What follows belongs to an exercise in optimizing a design on an open flow for small area; a production flow would make more cautious choices. In this exercise RTL edits were held to simulation tests only and were not proved equivalent to the original. Power figures rest on the tool's default switching activity, not on a simulated workload.

<file path="design/flow/flow/run.sh">
#!/bin/bash
# The standard ORFS layout (the standard.sh, its own synthesis unchanged)
# with two settings changed:
#  - the port buffers are the smallest buffer cell, not a delay buffer;
#  - clock tree: clkbuf_16 buffers, larger sink clusters, no dummy loads.
# Each tool's log stays under orfs/logs/; make's output goes to standard.log.
set -euo pipefail
bash standard.sh \
  BUFFER_PORTS_ARGS="-buffer_cell sky130_fd_sc_hd__buf_1" \
  CTS_ARGS="-sink_clustering_enable -repair_clock_nets -dont_use_dummy_load -buf_list sky130_fd_sc_hd__clkbuf_16 -sink_clustering_size 28 -sink_clustering_max_diameter 100" \
  finish > standard.log 2>&1
</file>
<file path="design/flow/standard.sh">
#!/bin/bash
# synth_recipe.tcl (not shown) runs the flow's synth.tcl, then flattens the netlist and writes it again
# the make line also repeats each setting of config.mk as NAME=value (left out here)
make -C /OpenROAD-flow-scripts/flow DESIGN_CONFIG=/design/flow/config.mk WORK_HOME=/design/flow/orfs CLKGATE_MAP_FILE= SYNTH_SCRIPT=/design/flow/synth_recipe.tcl "${@:-finish}"
</file>
<file path="design/flow/config.mk">
export PLATFORM = sky130hd
export DESIGN_NAME = reg_file_sb
export DESIGN_NICKNAME = reg_file_sb
export VERILOG_FILES = /design/flow/design.v
export SDC_FILE = /design/flow/constraint.sdc
export NUM_CORES = 4
export LEC_CHECK = 0
export CAP_MARGIN = 10
export CORE_MARGIN = 2
export CORE_UTILIZATION = 50
export PLACE_DENSITY = 0.72
export SETUP_SLACK_MARGIN = 0.15
export SLEW_MARGIN = 10
export SYNTH_HIERARCHICAL = 1
</file>
<file path="design/flow/constraint.sdc">
create_clock -name core_clock -period 6.0 [get_ports {clk}]
set_input_delay 1.2000 -clock core_clock [delete_from_list [all_inputs] [get_ports {clk}]]
set_output_delay 1.2000 -clock core_clock [all_outputs]
set_load 0.01 [all_outputs]
</file>
<file path="design/flow/design.v">
package rf_pkg;
  localparam int XLEN_DEF  = 32;
  localparam int NREGS_DEF = 32;
  localparam int AW_DEF    = $clog2(NREGS_DEF);
  typedef logic [AW_DEF-1:0]   reg_addr_t;
  typedef logic [XLEN_DEF-1:0] xword_t;
  localparam reg_addr_t REG_ZERO = '0;
endpackage
module rf_read_port
#(
  parameter int XLEN  = rf_pkg::XLEN_DEF,
  parameter int NREGS = rf_pkg::NREGS_DEF,
  parameter int AW    = $clog2(NREGS)
) (
  input  logic [NREGS*XLEN-1:0] rf_i,
  input  logic [NREGS-1:0]      avail_i,
  input  logic [NREGS-1:0]      busy_i,
  input  logic                  wr_en_i,
  input  logic [AW-1:0]         wr_addr_i,
  input  logic [XLEN-1:0]       wr_data_i,
  input  logic [AW-1:0]         rs_addr_i,
  output logic [XLEN-1:0]       rs_data_o,
  output logic                  rs_busy_o
);
  logic             is_zero;
  logic             byp;
  logic [NREGS-1:0] sel;
  assign is_zero = (rs_addr_i == AW'(rf_pkg::REG_ZERO));
  assign byp     = wr_en_i && (wr_addr_i == rs_addr_i) && !is_zero;
  always_comb begin
    sel[0] = byp;
    for (int r = 1; r < NREGS; r++) begin
      sel[r] = (rs_addr_i == AW'(r)) && avail_i[r];
    end
  end
  for (genvar b = 0; b < XLEN; b++) begin : g_bit
    logic [NREGS-1:0] col;
    assign col[0] = wr_data_i[b];
    for (genvar r = 1; r < NREGS; r++) begin : g_col
      assign col[r] = rf_i[r*XLEN + b];
    end
    rf_sel32 u_sel (.s_i(sel), .d_i(col), .y_o(rs_data_o[b]));
  end
  always_comb begin
    rs_busy_o = busy_i[rs_addr_i] & ~byp & ~is_zero;
  end
endmodule
module rf_sel32 (
  input  logic [31:0] s_i,
  input  logic [31:0] d_i,
  output logic        y_o
);
  logic [11:0] g_n;
  logic [2:0]  p;
  for (genvar g = 0; g < 10; g++) begin : g_aoi
    rf_aoi222 u_aoi (
      .a0(s_i[3*g]),   .b0(d_i[3*g]),
      .a1(s_i[3*g+1]), .b1(d_i[3*g+1]),
      .a2(s_i[3*g+2]), .b2(d_i[3*g+2]),
      .y (g_n[g])
    );
  end
  rf_nand2 u_t0 (.a(s_i[30]), .b(d_i[30]), .y(g_n[10]));
  rf_nand2 u_t1 (.a(s_i[31]), .b(d_i[31]), .y(g_n[11]));
  rf_nand4 u_n0 (.a(g_n[0]), .b(g_n[1]), .c(g_n[2]),  .d(g_n[3]),  .y(p[0]));
  rf_nand4 u_n1 (.a(g_n[4]), .b(g_n[5]), .c(g_n[6]),  .d(g_n[7]),  .y(p[1]));
  rf_nand4 u_n2 (.a(g_n[8]), .b(g_n[9]), .c(g_n[10]), .d(g_n[11]), .y(p[2]));
  rf_or3   u_o  (.a(p[0]),   .b(p[1]),   .c(p[2]),                 .y(y_o));
endmodule
module rf_aoi222 (
  input  logic a0, b0, a1, b1, a2, b2,
  output logic y
);
  assign y = ~((a0 & b0) | (a1 & b1) | (a2 & b2));
endmodule
module rf_or3 (
  input  logic a, b, c,
  output logic y
);
  assign y = a | b | c;
endmodule
module rf_nand2 (
  input  logic a, b,
  output logic y
);
  assign y = ~(a & b);
endmodule
module rf_nand4 (
  input  logic a, b, c, d,
  output logic y
);
  assign y = ~(a & b & c & d);
endmodule
module reg_file_sb
#(
  parameter int  XLEN  = rf_pkg::XLEN_DEF,
  parameter int  NREGS = rf_pkg::NREGS_DEF,
  parameter int  NRD   = 2,
  localparam int AW    = $clog2(NREGS)
) (
  input  logic                clk,
  input  logic                rst_n,
  input  logic [NRD*AW-1:0]   rs_addr,
  input  logic [NRD-1:0]      rs_used,
  output logic [NRD*XLEN-1:0] rs_data,
  output logic [NRD-1:0]      rs_busy,
  output logic                stall,
  input  logic                wr_en,
  input  logic [AW-1:0]       wr_addr,
  input  logic [XLEN-1:0]     wr_data,
  input  logic                iss_en,
  input  logic [AW-1:0]       iss_rd,
  input  logic                flush
);
  logic [XLEN-1:0]       rf_q [1:NREGS-1];
  logic [XLEN-1:0]       rf_d [1:NREGS-1];
  logic [NREGS-1:1]      we;
  logic [NREGS-1:1]      valid_q;
  logic [NREGS-1:1]      busy_q;
  logic [NREGS-1:1]      busy_d;
  logic [NREGS*XLEN-1:0] rf_flat;
  logic [NREGS-1:0]      busy_vec;
  logic [NREGS-1:0]      avail_vec;
  logic                  byp_en;
  assign byp_en = wr_en & rst_n;
  always_comb begin
    for (int r = 1; r < NREGS; r++) begin
      we[r] = wr_en && (wr_addr == AW'(r));
    end
  end
  for (genvar r = 1; r < NREGS; r++) begin : g_word
    rf_hold #(.XLEN(XLEN)) u_hold (
      .we_i  (we[r]),
      .nwe_i (~we[r]),
      .wd_i  (wr_data),
      .q_i   (rf_q[r]),
      .d_o   (rf_d[r])
    );
  end
  always_ff @(posedge clk) begin
    for (int r = 1; r < NREGS; r++) begin
      rf_q[r] <= rf_d[r];
    end
  end
  always_ff @(posedge clk or negedge rst_n) begin
    if (!rst_n) begin
      valid_q <= '0;
    end else begin
      valid_q <= valid_q | we;
    end
  end
  always_comb begin
    for (int r = 1; r < NREGS; r++) begin
      busy_d[r] = (busy_q[r] & ~we[r] & ~flush) | (iss_en && (iss_rd == AW'(r)));
    end
  end
  always_ff @(posedge clk or negedge rst_n) begin
    if (!rst_n) begin
      busy_q <= '0;
    end else begin
      busy_q <= busy_d;
    end
  end
  assign rf_flat[XLEN-1:0] = '0;
  assign busy_vec          = {busy_q, 1'b0};
  assign avail_vec         = {valid_q & ~we, 1'b0};
  for (genvar r = 1; r < NREGS; r++) begin : g_flat
    assign rf_flat[r*XLEN +: XLEN] = rf_q[r];
  end
  for (genvar i = 0; i < NRD; i++) begin : g_rd
    rf_read_port #(
      .XLEN  (XLEN),
      .NREGS (NREGS),
      .AW    (AW)
    ) u_rd (
      .rf_i      (rf_flat),
      .avail_i   (avail_vec),
      .busy_i    (busy_vec),
      .wr_en_i   (byp_en),
      .wr_addr_i (wr_addr),
      .wr_data_i (wr_data),
      .rs_addr_i (rs_addr[i*AW +: AW]),
      .rs_data_o (rs_data[i*XLEN +: XLEN]),
      .rs_busy_o (rs_busy[i])
    );
  end
  assign stall = |(rs_used & rs_busy);
endmodule
module rf_hold
#(
  parameter int XLEN = rf_pkg::XLEN_DEF
) (
  input  logic            we_i,
  input  logic            nwe_i,
  input  logic [XLEN-1:0] wd_i,
  input  logic [XLEN-1:0] q_i,
  output logic [XLEN-1:0] d_o
);
  for (genvar b = 0; b < XLEN; b++) begin : g_bit
    rf_ao22 u_ao (.a0(we_i), .b0(wd_i[b]), .a1(nwe_i), .b1(q_i[b]), .y(d_o[b]));
  end
endmodule
module rf_ao22 (
  input  logic a0, b0, a1, b1,
  output logic y
);
  assign y = (a0 & b0) | (a1 & b1);
endmodule
</file>
==> qor_table.md, run 1 <==
| Metric | Reported | Unit |
| --- | --- | --- |
| Drt initial violations | 10200 | - |
| Total global routing overflow | 0 | - |
| Detailed-route wire length per cell | 39.5 | um |
| Initial antenna violation count | 16 | - |
| Sequence of cells on the critical path | buf_1 -> nand2_1 -> nor2_4 -> inv_2 -> and2_4 -> and3_1 -> buf_4 -> a222oi_1 -> nand4_1 -> or3_1 -> buf_1 | - |
| Family with the most delay on the worst path | simple AND/OR/NAND/NOR gates | - |
| Cell at the root of the clock tree | sky130_fd_sc_hd__clkbuf_16 | - |
| Most used cell, CP | sky130_fd_sc_hd__buf_1 | - |
| Number of buffers inserted to repair setup after CTS | 0 | - |
| Total CTS buffers | 43 | - |
| Critical setup path kind | input pin to output pin | - |
| Placed Area | 0.0445 | mm2 |
| Post-CTS sizing | 0 | - |
| CTS HTree Levels | 2 | - |
| Type of element launching the critical path | input pin | - |
| Cell types occupying the most area after synthesis | sky130_fd_sc_hd__dfxtp_1 (48%), sky130_fd_sc_hd__a22o_1 (21%), sky130_fd_sc_hd__a222oi_1 (16%), sky130_fd_sc_hd__dfrtp_1 (3.8%), sky130_fd_sc_hd__nand4_1 (3.0%) | - |
| Slew Limit Fails | 0 | - |
| Design Area, Final | 0.0456 | mm2 |
| Final hold viol count | 0 | - |
| Top-area cell type share of the netlist area | 48.2 | % |
| Number of buffers between clock root and the deepest sink | 3 | - |
| Post-route non-filler standard cell count | 4860 | - |
| Largest incremental delay on the critical path | 0.57 | ns |
| Share of the core filled with cells in the final layout | 55.8 | % |
| Worst-path fanout max | 15 | - |
| Worst-case setup slack after placement | 0.378 | ns |
| Unrepaired setup endpoints after global routing | false | - |
| Y dimension of the die | 291 | um |
| TritonCTS clock tree | done | - |
| Clock-pin slew on the worst setup and hold paths | 0.09 | ns |
| Buf/Inv on CP | 4 | - |
| Sequential fraction of the synthesis area | 51.9 | % |
| Count of hold buffers inserted by post-cts repair | 0 | - |
| Largest net degree at the start of global routing | 63 | - |
| Total Routing Usage GR | 42.8 | % |
| Post-synthesis area per instance | 11.9 | um2 |
| Count of maximum capacitance violations | 0 | - |
| DPL Wire Length | 107000 | um |
| Tightest Pin Transition | 1.35 | ns |
| Distinct cell type count after synthesis | 43 | - |
| Relative slew slack | 10.2 | % |
| Class of the worst hold path | flop to flop | - |
| Leakage power of the design | 18.2 | nW |
| Post-synth EDFFs | 0 | - |
| Total wire length | 192000 | um |
| Slowest-stage cell, CP | sky130_fd_sc_hd__or3_1 | - |
| Clock period minus final worst setup slack | 5.86 | ns |
| Leading area contributor after synthesis | sky130_fd_sc_hd__dfxtp_1 | - |
| Synthesized cell area | 0.0412 | mm2 |
| Number of global-route vias before repair | 38800 | - |
| Fill cells | 7085 | - |
| Required time at the worst-slack endpoint | 4.80 | ns |
| Number of cells on the worst reg-to-reg path | 2 | - |
| Sequential cell area | 0.0214 | mm2 |
| Flip-flop cell with the highest count after synthesis | sky130_fd_sc_hd__dfxtp_1 | - |
| Remaining DRCs | 0 | - |
| Boundary pin count | 126 | - |
| Vias post-DR | 41600 | - |
| Yosys synthesis warning count | 11 | - |
| Slack of the critical path | 0.136 | ns |
| Number of sinks driven by the clock tree | 1054 | - |
| Outcome | finished clean | - |
| Layout Skew | 0 | ns |
| Instance count along the most critical hold path | 1 | - |
| Post-DR vias/cell | 8.55 | - |
| Synthesized netlist cell count | 3462 | - |
| Power density normalized to cell area | 331 | mW/mm2 |
| Global placement routability congestion | 0.914 | - |
| Site row count | 105 | - |
| # setup viols final | 0 | - |
| Std-Cell Core Area | 0.0818 | mm2 |
| Initial cell density of the core | 50.4 | % |
| Area Overhead vs Synth | 10.7 | % |
| Placed cell count | 4806 | - |
| Fin nets | 3844 | - |
| Drt first pass iters | 15 | - |
| Post-synth ARST share | 5.88 | % |
| Area of combinational cells with multiple inputs | 0.0197 | mm2 |
| Ratio of cells with drive above 1 in the final layout | 8.49 | % |
| Count of cell instances traversed by the critical path | 11 | - |
| Peak supply drop | 0.243 | mV |
| Worst path arrival time | 4.66 | ns |
| Die footprint | 0.0848 | mm2 |
| Quantity of I/O buffers inserted on ports | 125 | - |
| Global-route wire length before repair | 270000 | um |
| Peak Freq | 171 | MHz |
| Clock insertion delay at the later pin of the skew report | 0.61 | ns |
| Die X | 291 | um |
| Synthesis-stage register bit count | 1054 | - |
| Post-route ant nets | 0 | - |
| Critical Path End Type | output pin | - |
| Period utilisation layout | 97.7 | % |
| Setup tns final | 0 | ns |
area by class of cell:
type	instances	share of cell area [%]
Inverter	62	0.510
Sequential cell	1054	46.9
Multi-Input combinational cell	2329	43.2
Tap cell	1070	2.93
Timing Repair Buffer	295	4.01
Clock buffer	43	2.36
Antenna cell	7	0.0384
per-module statistics from Yosys (local to each module, per instance), a selection:
module / cells / copies in the design / flops+latches / cell area [um2]
rf_nand2: 1 / 128 / 0 / 3.75
rf_ao22: 1 / 992 / 0 / 8.76
reg_file_sb: 1280 / 1 / 1054 / 22700
rf_aoi222: 1 / 640 / 0 / 10.0
rf_nand4: 1 / 192 / 0 / 6.26
rf_or3: 1 / 64 / 0 / 6.26
state kept, by name, summed over array words and instances (netlist names):
register and count:
busy_q 31, valid_q 31, rf_q 992
per-stage QoR:
step	hold slack (ns)	power, mW
3_5_place_dp	0.445	11.6
2_1_floorplan	0.425	10.7
5_1_grt	0.473	15.5
6_report	0.466	15.1
3_3_place_gp	0.441	11.5
4_1_cts	0.468	14.9
layout by cell type, fill, tap and decap left out, drive strengths merged, types with 20 or more instances in the layout:
cell      n
dfrtp    62
and3     64
and2     23
inv      62
o32ai    31
nor2     43
nand2b   25
nor2b    20
or3      66
clkbuf   58
a22o    993
buf     280
nand4   196
a222oi  640
dfxtp   992
nand2   140
Yosys cell counts (all sizes together), types with 3 or more instances:
cell type and instances:
a22o 993, dfxtp 992, a222oi 640, nand4 196, nand2 140, or3 66, and3 64, dfrtp 62
inv 62, nor2 43, o32ai 31, nand2b 25, and2 23, nor2b 20, or2 16, buf 14
mux4 14, nor3b 10, xnor2 10, o21ai 6, nand4b 5, a211oi 4, clkbuf 4, or4 4
nand4bb 3
path summary, 6_finish.rpt:
path	end	start	slack [ns]
setup / recovery	rs_data[62]	wr_addr[0]	0.14
hold / removal	valid_q[21]	valid_q[21]	0.47
setup reg to reg	busy_q[28]	busy_q[28]	5.13
hold reg to reg	valid_q[21]	valid_q[21]	0.47
max in group asynchronous	valid_q[28]	rst_n	4.67
min in group asynchronous	busy_q[28]	rst_n	0.78
worst register-to-register path, cell delays in order, from the launching register on:
cell                      delay [ns]
sky130_fd_sc_hd__dfrtp_1        0.38
sky130_fd_sc_hd__inv_1          0.05
sky130_fd_sc_hd__o32ai_1        0.33
metal layers:
layer  track usage (%)  part of all wire [%]
met2              57.1                    38
met5             0.284                  0.11
met4              29.2                   8.8
met3              18.9                    18
met1              55.0                    35
power by group:
group | switching, mW | internal, mW
clock network | 2.21 | 1.30
logic | 1.05 | 1.12
registers | 1.07 | 8.36
kinds of logic after synthesis:
logic type	synth area share (%)
AOI/OAI and AO/OA	37.5
xor gates and xnor gates	0.212
buffers and inverters	0.892
DFF	51.9
muxes	0.922
other	0.00909
and+or+nand+nor	8.57
==> run 2, diff against run 1 <==
==> design/flow/config.mk (replaced) <==
export PLATFORM = sky130hd
export DESIGN_NAME = reg_file_sb
export DESIGN_NICKNAME = reg_file_sb
export VERILOG_FILES = /design/flow/design.v
export SDC_FILE = /design/flow/constraint.sdc
export NUM_CORES = 4
export LEC_CHECK = 0
export CAP_MARGIN = 5
export CORE_MARGIN = 2
export CORE_UTILIZATION = 50
export SLEW_MARGIN = 5
export SYNTH_HIERARCHICAL = 1
==> run 2 against run 1 <==
Now fails the layout checks on max-capacitance violations, max-slew violations, negative setup slack. Clock skew did not move. Fmax down 4.7%. Combinational power rose by 2%. Critical path type unchanged. Largest power group unchanged. Highest routed layer unchanged.
==> qor_table.md, run 2 <==
| Metric | Reported | Unit | Change |
| --- | --- | --- | --- |
| Drt initial violations | 10600 | - | was 10200 |
| Required time at the worst-slack endpoint | 4.80 | ns | about the same |
| Vias post-DR | 43900 | - | was 41600 |
| Share of the core filled with cells in the final layout | 56.4 | % | was 55.8% |
| Power density normalized to cell area | 331 | mW/mm2 | about the same |
| Clock-pin slew on the worst setup and hold paths | 0.10 | ns | was 0.09 ns |
| Relative slew slack | -0.198 | % | was 10.2% |
| Total global routing overflow | 0 | - | unchanged |
| Total Routing Usage GR | 50.9 | % | was 42.8% |
| Post-CTS sizing | 0 | - | unchanged |
| Global placement routability congestion | 0.970 | - | was 0.914 |
| Largest net degree at the start of global routing | 63 | - | unchanged |
| Cell at the root of the clock tree | sky130_fd_sc_hd__clkbuf_16 | - | unchanged |
| Initial cell density of the core | 50.4 | % | unchanged |
| Yosys synthesis warning count | 11 | - | unchanged |
| Number of sinks driven by the clock tree | 1054 | - | unchanged |
| Worst-case setup slack after placement | 0.261 | ns | was 0.378 ns |
| # setup viols final | 10 | - | was 0 |
| Post-synth ARST share | 5.88 | % | unchanged |
| Most flops, register | rf_q | - | unchanged |
| Cell types occupying the most area after synthesis | sky130_fd_sc_hd__dfxtp_1 (48%), sky130_fd_sc_hd__a22o_1 (21%), sky130_fd_sc_hd__a222oi_1 (16%), sky130_fd_sc_hd__dfrtp_1 (3.8%), sky130_fd_sc_hd__nand4_1 (3.0%) | - | unchanged |
| TritonCTS clock tree | done | - | unchanged |
| Layout Skew | 0 | ns | unchanged |
| Critical Path End Type | output pin | - | unchanged |
| Boundary pin count | 126 | - | unchanged |
| Initial antenna violation count | 19 | - | was 16 |
| Die X | 291 | um | unchanged |
| Post-route non-filler standard cell count | 4934 | - | was 4860 |
| Most common cell after layout, fill and taps aside | sky130_fd_sc_hd__a22o_1 | - | unchanged |
| Class of the worst hold path | flop to flop | - | unchanged |
| Type of element launching the critical path | input pin | - | unchanged |
| Total CTS buffers | 43 | - | unchanged |
| Count of hold buffers inserted by post-cts repair | 0 | - | unchanged |
| Slack of the critical path | -0.156 | ns | was 0.136 ns |
| Ratio of cells with drive above 1 in the final layout | 9.80 | % | was 8.49% |
| Number of buffers inserted to repair setup after CTS | 0 | - | unchanged |
| Total wire length | 226000 | um | was 192000 um |
| Die footprint | 0.0848 | mm2 | unchanged |
| Instance count along the most critical hold path | 1 | - | unchanged |
| Global-route wire length before repair | 312000 | um | was 270000 um |
| Total power after layout | 15.3 | mW | was 15.1 mW |
| Drt first pass iters | 15 | - | unchanged |
| Quantity of I/O buffers inserted on ports | 125 | - | unchanged |
| Number of global-route vias before repair | 42100 | - | was 38800 |
| Period utilisation layout | 103 | % | was 97.7% |
| Failed layout checks | max-capacitance violations, max-slew violations, negative setup slack | - |  |
| Number of flip-flops under the largest register name | 992 | - | unchanged |
| Peak Freq | 162 | MHz | was 171 MHz |
| Post-synthesis area per instance | 11.9 | um2 | unchanged |
| Worst-path fanout max | 20 | - | was 15 |
| Std-Cell Core Area | 0.0818 | mm2 | unchanged |
| Synthesized netlist cell count | 3462 | - | unchanged |
| Critical setup path kind | input pin to output pin | - | unchanged |
| Number of cells on the worst reg-to-reg path | 1 | - | was 2 |
| Count of maximum capacitance violations | 1 | - | was 0 |
| Clock period minus final worst setup slack | 6.16 | ns | was 5.86 ns |
| Clock insertion delay at the later pin of the skew report | 0.64 | ns | was 0.61 ns |
| Commonest cells after routing, fill and taps aside | sky130_fd_sc_hd__a22o_1 (993), sky130_fd_sc_hd__dfxtp_1 (992), sky130_fd_sc_hd__a222oi_1 (640) | - | unchanged |
| Outcome | complete, but fails checks | - | was finished clean |
| Top-area cell type share of the netlist area | 48.2 | % | unchanged |
| Area Overhead vs Synth | 11.9 | % | was 10.7% |
| Remaining DRCs | 0 | - | unchanged |
| Placed Area | 0.0450 | mm2 | was 0.0445 mm2 |
| Synthesis-stage register bit count | 1054 | - | unchanged |
| CTS HTree Levels | 2 | - | unchanged |
| Worst hold slack after final layout | 0.472 | ns | was 0.466 ns |
| DPL Wire Length | 130000 | um | was 107000 um |
| Post-DR vias/cell | 8.90 | - | was 8.55 |
| Synthesized cell area | 0.0412 | mm2 | unchanged |
| Flip-flop cell with the highest count after synthesis | sky130_fd_sc_hd__dfxtp_1 | - | unchanged |
| Y dimension of the die | 291 | um | unchanged |
| Worst path arrival time | 4.96 | ns | was 4.66 ns |
| Minimum setup slack among reg-to-reg paths | 5.15 | ns | was 5.13 ns |
| Final hold viol count | 0 | - | unchanged |
| Sequential fraction of the synthesis area | 51.9 | % | unchanged |
| Tightest Pin Transition | 1.50 | ns | was 1.35 ns |
| Fin nets | 3909 | - | was 3844 |
| Detailed-route wire length per cell | 45.7 | um | was 39.5 um |
| Most numerous cell types in the synthesized netlist | sky130_fd_sc_hd__a22o_1 (993), sky130_fd_sc_hd__dfxtp_1 (992), sky130_fd_sc_hd__a222oi_1 (640) | - | unchanged |
| Design Area, Final | 0.0462 | mm2 | was 0.0456 mm2 |
| Largest registers ranked by flip-flop count | rf_q: 992 flops, busy_q: 31 flops, valid_q: 31 flops | - | unchanged |
| Site row count | 105 | - | unchanged |
| Number of buffers between clock root and the deepest sink | 3 | - | unchanged |
| Post-route ant nets | 0 | - | unchanged |
| Unrepaired setup endpoints after global routing | false | - | unchanged |
| Placed cell count | 4875 | - | was 4806 |
| Peak supply drop | 0.248 | mV | was 0.243 mV |
| Top-count cell post-synth | sky130_fd_sc_hd__a22o_1 | - | unchanged |
| Leading area contributor after synthesis | sky130_fd_sc_hd__dfxtp_1 | - | unchanged |
| Post-synth EDFFs | 0 | - | unchanged |
| Setup tns final | -0.528 | ns | was 0 ns |
| Distinct cell type count after synthesis | 43 | - | unchanged |
| Leakage power of the design | 18.5 | nW | was 18.2 nW |
| Slew Limit Fails | 12 | - | was 0 |
[run 2: worst paths after layout]
check,start,to
min in group asynchronous,rst_n,busy_q[25]
setup / recovery,rs_addr[0],rs_data[17]
setup reg to reg,valid_q[27],valid_q[27]
max in group asynchronous,rst_n,valid_q[23]
hold reg to reg,valid_q[24],valid_q[24]
hold / removal,valid_q[24],valid_q[24]
[run 2: power by group]
group | leakage [nW] | switching, mW | internal [mW]
clock network | 0.530 | 2.28 | 1.30
logic | 8.92 | 1.07 | 1.13
registers | 9.04 | 1.12 | 8.36
total | 18.5 | 4.47 | 10.8
[run 2: cell families after synthesis]
group	share of synthesized area, %
AO/OA/AOI/OAI	37.5
XOR/XNOR	0.212
buffers and inverters	0.892
flip-flops	51.9
multiplexers	0.922
other	0.00909
AND/OR/NAND/NOR	8.57
[run 2: layout make-up]
class                           instances  area (um2)
Tap cell                             1070        1340
Timing Repair Buffer                  360        2340
Inverter                               62         233
Sequential cell                      1054       21400
Antenna cell                           16        40.0
Fill cell                            6885       35700
Clock buffer                           43        1080
Multi-Input combinational cell       2329       19700
[run 2: worst max-delay path: stages]
cell	delay, ns
sky130_fd_sc_hd__buf_1	0.64
sky130_fd_sc_hd__nor3b_1	0.64
sky130_fd_sc_hd__and3_1	1.02
sky130_fd_sc_hd__buf_4	0.58
sky130_fd_sc_hd__a222oi_1	0.20
sky130_fd_sc_hd__nand4_1	0.27
sky130_fd_sc_hd__or3_1	0.20
sky130_fd_sc_hd__buf_1	0.18
[run 2: per-module statistics from Yosys (local to each module, per instance), a selection]
| module | cells | flops+latches | times used | cell area, um2 |
|---|---|---|---|---|
| rf_nand4 | 1 | 0 | 192 | 6.26 |
| rf_or3 | 1 | 0 | 64 | 6.26 |
| rf_aoi222 | 1 | 0 | 640 | 10.0 |
| rf_nand2 | 1 | 0 | 128 | 3.75 |
| reg_file_sb | 1280 | 1054 | 1 | 22700 |
| rf_ao22 | 1 | 0 | 992 | 8.76 |
[run 2: per-layer routing]
layer	vias to the layer above	global-route usage [%]	wire, um
met5	-	0.0567	65
met1	21100	60.5	74900
met4	10	40.3	21900
met3	1404	23.7	39800
met2	4916	70.3	89000
li1	16500	-	-

## afterwards: timing with drivers on the ports
No port has a modelled driver above. Below, the same layouts with a new extraction and two added sets of constraints.
Step 1 assumes that a clkbuf_16 drives the clock port and a buf_2 every other input.
Step 2, shift: input delay + t, output delay - t, t = (earliest + latest rising clock arrival at the registers) / 2. This alone moves slack from input paths to output paths.
Three values: no drivers, after step 1, after step 2; two values: the first two.
run | t, ns | slack for setup (ns) | hold WS [ns] | worst slew at a driven data input, ns | cell pins on the clock port's net
run 1 | 0.708 | 0.136 / 0.115 / 0.115 | 0.466 / 0.466 / 0.466 | 0.14 | 1
run 2 | 0.731 | -0.156 / -0.198 / -0.198 | 0.472 / 0.472 / 0.472 | 0.11 | 1
For run 2, which loses most, drivers alone change the setup slack by -0.042 ns; drivers and shift together by -0.042 ns.
